What follows belongs to an exercise in optimizing a design on an open flow for small area; a production flow would make more cautious choices.
The RTL was checked by simulation tests, not by an equivalence proof against the original design.
No activity file was given, so power comes from the tool's default toggle rates.

== job 1726 ==
## prbs_link_tester
module prbs_link_tester (
   input  logic                        clock_async,
   input  logic                        reset,
   input  logic                        inj_err,
   input  logic                        cnt_clear,
   output logic [71:0]                 tx_frame0,
   output logic [71:0]                 tx_frame1,
   input  logic [71:0]                 rx_frame0,
   input  logic [71:0]                 rx_frame1,
   output logic [74:0]                 status0,
   output logic [74:0]                 status1
);
Size: roughly 310 flip-flops.
export LEC_CHECK = 0
export CAP_MARGIN = 20
export CORE_MARGIN = 2
export CORE_UTILIZATION = 40
export SLEW_MARGIN = 20
export SYNTH_HIERARCHICAL = 1
create_clock -name core_clock -period 4.0 [get_ports {clock_async}]
standard.sh (not shown) runs the stock make flow with config.mk's settings and CLKGATE_MAP_FILE= SYNTH_SCRIPT=/design/flow/synth_recipe.tcl, a recipe that flattens the netlist after the stock synthesis.
==> flow/flow/run.sh <==
#!/bin/bash
# Standard ORFS layout with two changes: ports are buffered with the
# smallest buffer, and CTS uses small clock buffers in larger clusters,
# without dummy loads.
set -euo pipefail
CTS="-sink_clustering_enable -repair_clock_nets -buf_list sky130_fd_sc_hd__clkbuf_4 -root_buf sky130_fd_sc_hd__clkbuf_8 -dont_use_dummy_load ${CTS_EXTRA:--sink_clustering_size 10 -sink_clustering_max_diameter 40}"
bash standard.sh \
  "BUFFER_PORTS_ARGS=-buffer_cell sky130_fd_sc_hd__buf_1" \
  "CTS_ARGS=$CTS" \
  finish > orfs_make.log 2>&1
Modified inputs, job 1236 compared to job 1726
==> flow/flow/run.sh <==
#!/bin/bash
# Standard ORFS layout with three changes: combinational cells come out of
# synthesis at drive strength 1 (placement repair sizes up what needs it),
# ports are buffered with the smallest buffer, and CTS uses small clock
# buffers in clusters of at most 10 sinks, without dummy loads.
set -euo pipefail
CTS="-sink_clustering_enable -repair_clock_nets -buf_list sky130_fd_sc_hd__clkbuf_4 -root_buf sky130_fd_sc_hd__clkbuf_8 -dont_use_dummy_load -sink_clustering_size 10 -sink_clustering_max_diameter 40"
ARGS=("BUFFER_PORTS_ARGS=-buffer_cell sky130_fd_sc_hd__buf_1" "CTS_ARGS=$CTS")
bash standard.sh "${ARGS[@]}" synth > orfs_synth.log 2>&1
RES=orfs/results/sky130hd/prbs_link_tester/base
PLATFORM_DIR=$FLOW_HOME/platforms/sky130hd ODB=$RES/1_synth.odb \
  openroad -no_init -exit flow/downsize.tcl > downsize.log 2>&1
bash standard.sh "${ARGS[@]}" finish > orfs_make.log 2>&1
==> flow/flow/downsize.tcl (new file) <==
# Swap every combinational cell that synthesis gave a drive strength above 1
# for the same cell at strength 1; the placement repair sizes up again
# whatever then needs it.
read_lef $::env(PLATFORM_DIR)/lef/sky130_fd_sc_hd.tlef
read_lef $::env(PLATFORM_DIR)/lef/sky130_fd_sc_hd_merged.lef
read_db $::env(ODB)
set db [ord::get_db]
set n 0
foreach inst [[ord::get_db_block] getInsts] {
  set m [[$inst getMaster] getName]
  if {[regexp {^(sky130_fd_sc_hd__[a-z0-9]+)_([0-9]+)$} $m -> base drive]} {
    if {$drive > 1 && ![string match "*df*" $base] && ![string match "*buf*" $base] && ![string match "*conb*" $base]} {
      set small [$db findMaster ${base}_1]
      if {$small != "NULL"} {
        $inst swapMaster $small
        incr n
      }
    }
  }
}
puts "downsized $n instances"
write_db $::env(ODB)
Notes after the runs:
- All of job 1236 and job 1726 finish clean.
- Job 1726 and job 1236 ended up with roughly the same net total in the final layout.
- [compare] base=job 1726 new=job 1236: total instance count after detailed placement has decreased; core outline area saw a decrease; final area moved down.
- Final clock period utilization by the worst path in job 1236 is 1.5 points above job 1726.
> inputs changed (job 1236 -> job 6131)
# job 1236
export LEC_CHECK = 0
export CAP_MARGIN = 20
export CORE_MARGIN = 2
export CORE_UTILIZATION = 40
export SLEW_MARGIN = 20
export SYNTH_HIERARCHICAL = 1
create_clock -name core_clock -period 4.0 [get_ports {clock_async}]
# job 6131
export LEC_CHECK = 0
export CAP_MARGIN = 20
export CORE_MARGIN = 2
export CORE_UTILIZATION = 72
export PLACE_DENSITY = 0.82
export SLEW_MARGIN = 20
export SYNTH_HIERARCHICAL = 1
create_clock -name core_clock -period 4.0 [get_ports {clock_async}]
Results
- A critical path capture point of i_lane0.i_counters.good_count[41]$_DFF_P_ is what job 6131 shows, while i_lane1.i_counters.good_count[41]$_DFF_P_ belongs to job 1236.
- Job 1236 -> job 6131: layout clock buffer count decreased by more than 10%
- Post-route clock period utilization ended up 0.22 points lower on job 6131 than on job 1236.
- On register-to-register slack, job 1236 tracks job 6131 almost exactly.
- Job 1236 ended up with more cell instances than job 6131 did.
- First-iteration DRC count (job 6131 / job 1236): 1.19
- Layout overhead on the synthesized area was higher in the run labelled job 1236.
- Taking job 1236 as the reference, in job 6131 total number of vias went up, flip-flop and latch share of the layout cell area has increased, amount of wire on met2 after detailed routing went down.
What job 1575 does differently from job 6131 at the input level:
# job 6131
export LEC_CHECK = 0
export CAP_MARGIN = 20
export CORE_MARGIN = 2
export CORE_UTILIZATION = 72
export PLACE_DENSITY = 0.82
export SLEW_MARGIN = 20
export SYNTH_HIERARCHICAL = 1
create_clock -name core_clock -period 4.0 [get_ports {clock_async}]
# job 1575
export LEC_CHECK = 0
export CAP_MARGIN = 20
export CORE_MARGIN = 2
export CORE_UTILIZATION = 40
export SLEW_MARGIN = 20
export SYNTH_HIERARCHICAL = 1
create_clock -name core_clock -period 4.0 [get_ports {clock_async}]
==> flow/flow/run.sh <==
#!/bin/bash
# Standard ORFS layout with two changes: ports are buffered with the
# smallest buffer, and CTS uses small clock buffers in larger clusters,
# without dummy loads.
set -euo pipefail
CTS="-sink_clustering_enable -repair_clock_nets -buf_list sky130_fd_sc_hd__clkbuf_4 -root_buf sky130_fd_sc_hd__clkbuf_8 -dont_use_dummy_load ${CTS_EXTRA:--sink_clustering_size 10 -sink_clustering_max_diameter 40}"
bash standard.sh \
  "BUFFER_PORTS_ARGS=-buffer_cell sky130_fd_sc_hd__buf_1" \
  "CTS_ARGS=$CTS" \
  RECOVER_POWER=100 \
  finish > orfs_make.log 2>&1
removed: flow/flow/downsize.tcl
## What came out
Status job 1575: flow complete, layout not clean - capacitance limit, slew limit. Vias: job 1575 below job 6131. Looking at fraction of layout cells with a size suffix above 1, job 1575 sits above job 6131. Job 1575 vs. job 6131: utilization shrank by 35 points; worst hold slack shrank by 20 ps; die area climbed 15000 µm²; clock skew higher; count of placed standard cells including taps went up. On job 1575: post-synth design cell area is about 1% higher than what job 6131 gave. met1 capacity usage during global routing is higher on job 6131. Diff job 6131 -> job 1575 | cell count | increase of 11%.
### job 1575 -> job 5205
# job 1575
export LEC_CHECK = 0
export CAP_MARGIN = 20
export CORE_MARGIN = 2
export CORE_UTILIZATION = 40
export SLEW_MARGIN = 20
export SYNTH_HIERARCHICAL = 1
create_clock -name core_clock -period 4.0 [get_ports {clock_async}]
# job 5205
export LEC_CHECK = 0
export CAP_MARGIN = 20
export CORE_MARGIN = 2
export CORE_UTILIZATION = 80
export PLACE_DENSITY = 0.88
export SLEW_MARGIN = 20
export SYNTH_HIERARCHICAL = 1
create_clock -name core_clock -period 4.0 [get_ports {clock_async}]
==> flow/flow/run.sh <==
#!/bin/bash
# Standard ORFS layout with three changes: combinational cells come out of
# synthesis at drive strength 1 (placement repair sizes up what needs it),
# ports are buffered with the smallest buffer, and CTS uses small clock
# buffers in clusters of at most 10 sinks, without dummy loads.
set -euo pipefail
CTS="-sink_clustering_enable -repair_clock_nets -buf_list sky130_fd_sc_hd__clkbuf_4 -root_buf sky130_fd_sc_hd__clkbuf_8 -dont_use_dummy_load -sink_clustering_size 10 -sink_clustering_max_diameter 40"
ARGS=("BUFFER_PORTS_ARGS=-buffer_cell sky130_fd_sc_hd__buf_1" "CTS_ARGS=$CTS")
bash standard.sh "${ARGS[@]}" synth > orfs_synth.log 2>&1
RES=orfs/results/sky130hd/prbs_link_tester/base
PLATFORM_DIR=$FLOW_HOME/platforms/sky130hd ODB=$RES/1_synth.odb \
  openroad -no_init -exit flow/downsize.tcl > downsize.log 2>&1
bash standard.sh "${ARGS[@]}" finish > orfs_make.log 2>&1
==> flow/flow/downsize.tcl (new file) <==
# Swap every combinational cell that synthesis gave a drive strength above 1
# for the same cell at strength 1; the placement repair sizes up again
# whatever then needs it.
read_lef $::env(PLATFORM_DIR)/lef/sky130_fd_sc_hd.tlef
read_lef $::env(PLATFORM_DIR)/lef/sky130_fd_sc_hd_merged.lef
read_db $::env(ODB)
set db [ord::get_db]
set n 0
foreach inst [[ord::get_db_block] getInsts] {
  set m [[$inst getMaster] getName]
  if {[regexp {^(sky130_fd_sc_hd__[a-z0-9]+)_([0-9]+)$} $m -> base drive]} {
    if {$drive > 1 && ![string match "*df*" $base] && ![string match "*buf*" $base] && ![string match "*conb*" $base]} {
      set small [$db findMaster ${base}_1]
      if {$small != "NULL"} {
        $inst swapMaster $small
        incr n
      }
    }
  }
}
puts "downsized $n instances"
write_db $::env(ODB)
Notes after the runs:
Looking at maximum vdd drop across both flows, job 5205 is the weaker of the two, with job 1575 ahead. Job 5205 has core area below what job 1575 had. Post-synthesis to final-layout area growth was lower in job 5205 than in job 1575. In the tables for job 5205 and job 1575, maximum frequency from static timing analysis reads higher with job 1575. Every run in job 5205 and job 1575 closed cleanly, with the single exception of job 1575. Area of the multi-input gates in job 5205 is 1.9% below job 1575. Summary of job 5205 over job 1575: estimated wirelength of the detail-placed design rose about 3.3%; synthesized cell area fell 1.0%.
Edits applied to the flow inputs when going from job 5205 to job 8525:
# job 5205
export LEC_CHECK = 0
export CAP_MARGIN = 20
export CORE_MARGIN = 2
export CORE_UTILIZATION = 80
export PLACE_DENSITY = 0.88
export SLEW_MARGIN = 20
export SYNTH_HIERARCHICAL = 1
create_clock -name core_clock -period 4.0 [get_ports {clock_async}]
# job 8525
export LEC_CHECK = 0
export CAP_MARGIN = 20
export CORE_MARGIN = 2
export CORE_UTILIZATION = 40
export SLEW_MARGIN = 20
export SYNTH_HIERARCHICAL = 1
create_clock -name core_clock -period 4.0 [get_ports {clock_async}]
==> flow/flow/run.sh <==
#!/bin/bash
# Standard ORFS layout with two changes: ports are buffered with the
# smallest buffer, and CTS uses small clock buffers in larger clusters,
# without dummy loads.
set -euo pipefail
CTS="-sink_clustering_enable -repair_clock_nets -buf_list sky130_fd_sc_hd__clkbuf_8 -root_buf sky130_fd_sc_hd__clkbuf_8 -dont_use_dummy_load ${CTS_EXTRA:--sink_clustering_size 20 -sink_clustering_max_diameter 50}"
bash standard.sh \
  "BUFFER_PORTS_ARGS=-buffer_cell sky130_fd_sc_hd__buf_1" \
  "CTS_ARGS=$CTS" \
  finish > orfs_make.log 2>&1
removed: flow/flow/downsize.tcl
--- outcome ---
Diff job 5205 -> job 8525: leakage power of the design saw an increase; reported sequential group power saw little to no change; total number of placement rows increased 43%; cell area after layout moved up.

==> re-timing with driven ports <==
In the flow no input, the clock included, has a driving cell. The finished layouts below were timed again as built, in two steps. Step 1 (the two cells are an assumption about what drives the block):
set clk [get_ports {clock_async}]
set_driving_cell -lib_cell sky130_fd_sc_hd__clkbuf_16 $clk
set_driving_cell -lib_cell sky130_fd_sc_hd__buf_2 [delete_from_list [all_inputs] $clk]
Step 2 moves the port delays by t, midway between the first and last clock arrival at a register: inputs arrive t later, outputs are due t later. That takes back most of the time a late clock gives input paths. Slacks: ideal / step 1 / step 2; pairs: ideal / step 1.
run	shift t [ns]	slack for setup (ns)	latest minus earliest clock arrival (ns)
job 1726	0.578	0.357 / 0.357 / 0.357	0.061 / 0.061
job 1236	0.570	0.298 / 0.298 / 0.298	0.084 / 0.084
job 6131	0.560	0.306 / 0.306 / 0.306	0.045 / 0.045
job 1575	0.579	0.358 / 0.358 / 0.358	0.062 / 0.061
job 5205	0.560	0.213 / 0.213 / 0.213	0.057 / 0.057
job 8525	0.553	0.371 / 0.371 / 0.371	0.053 / 0.054
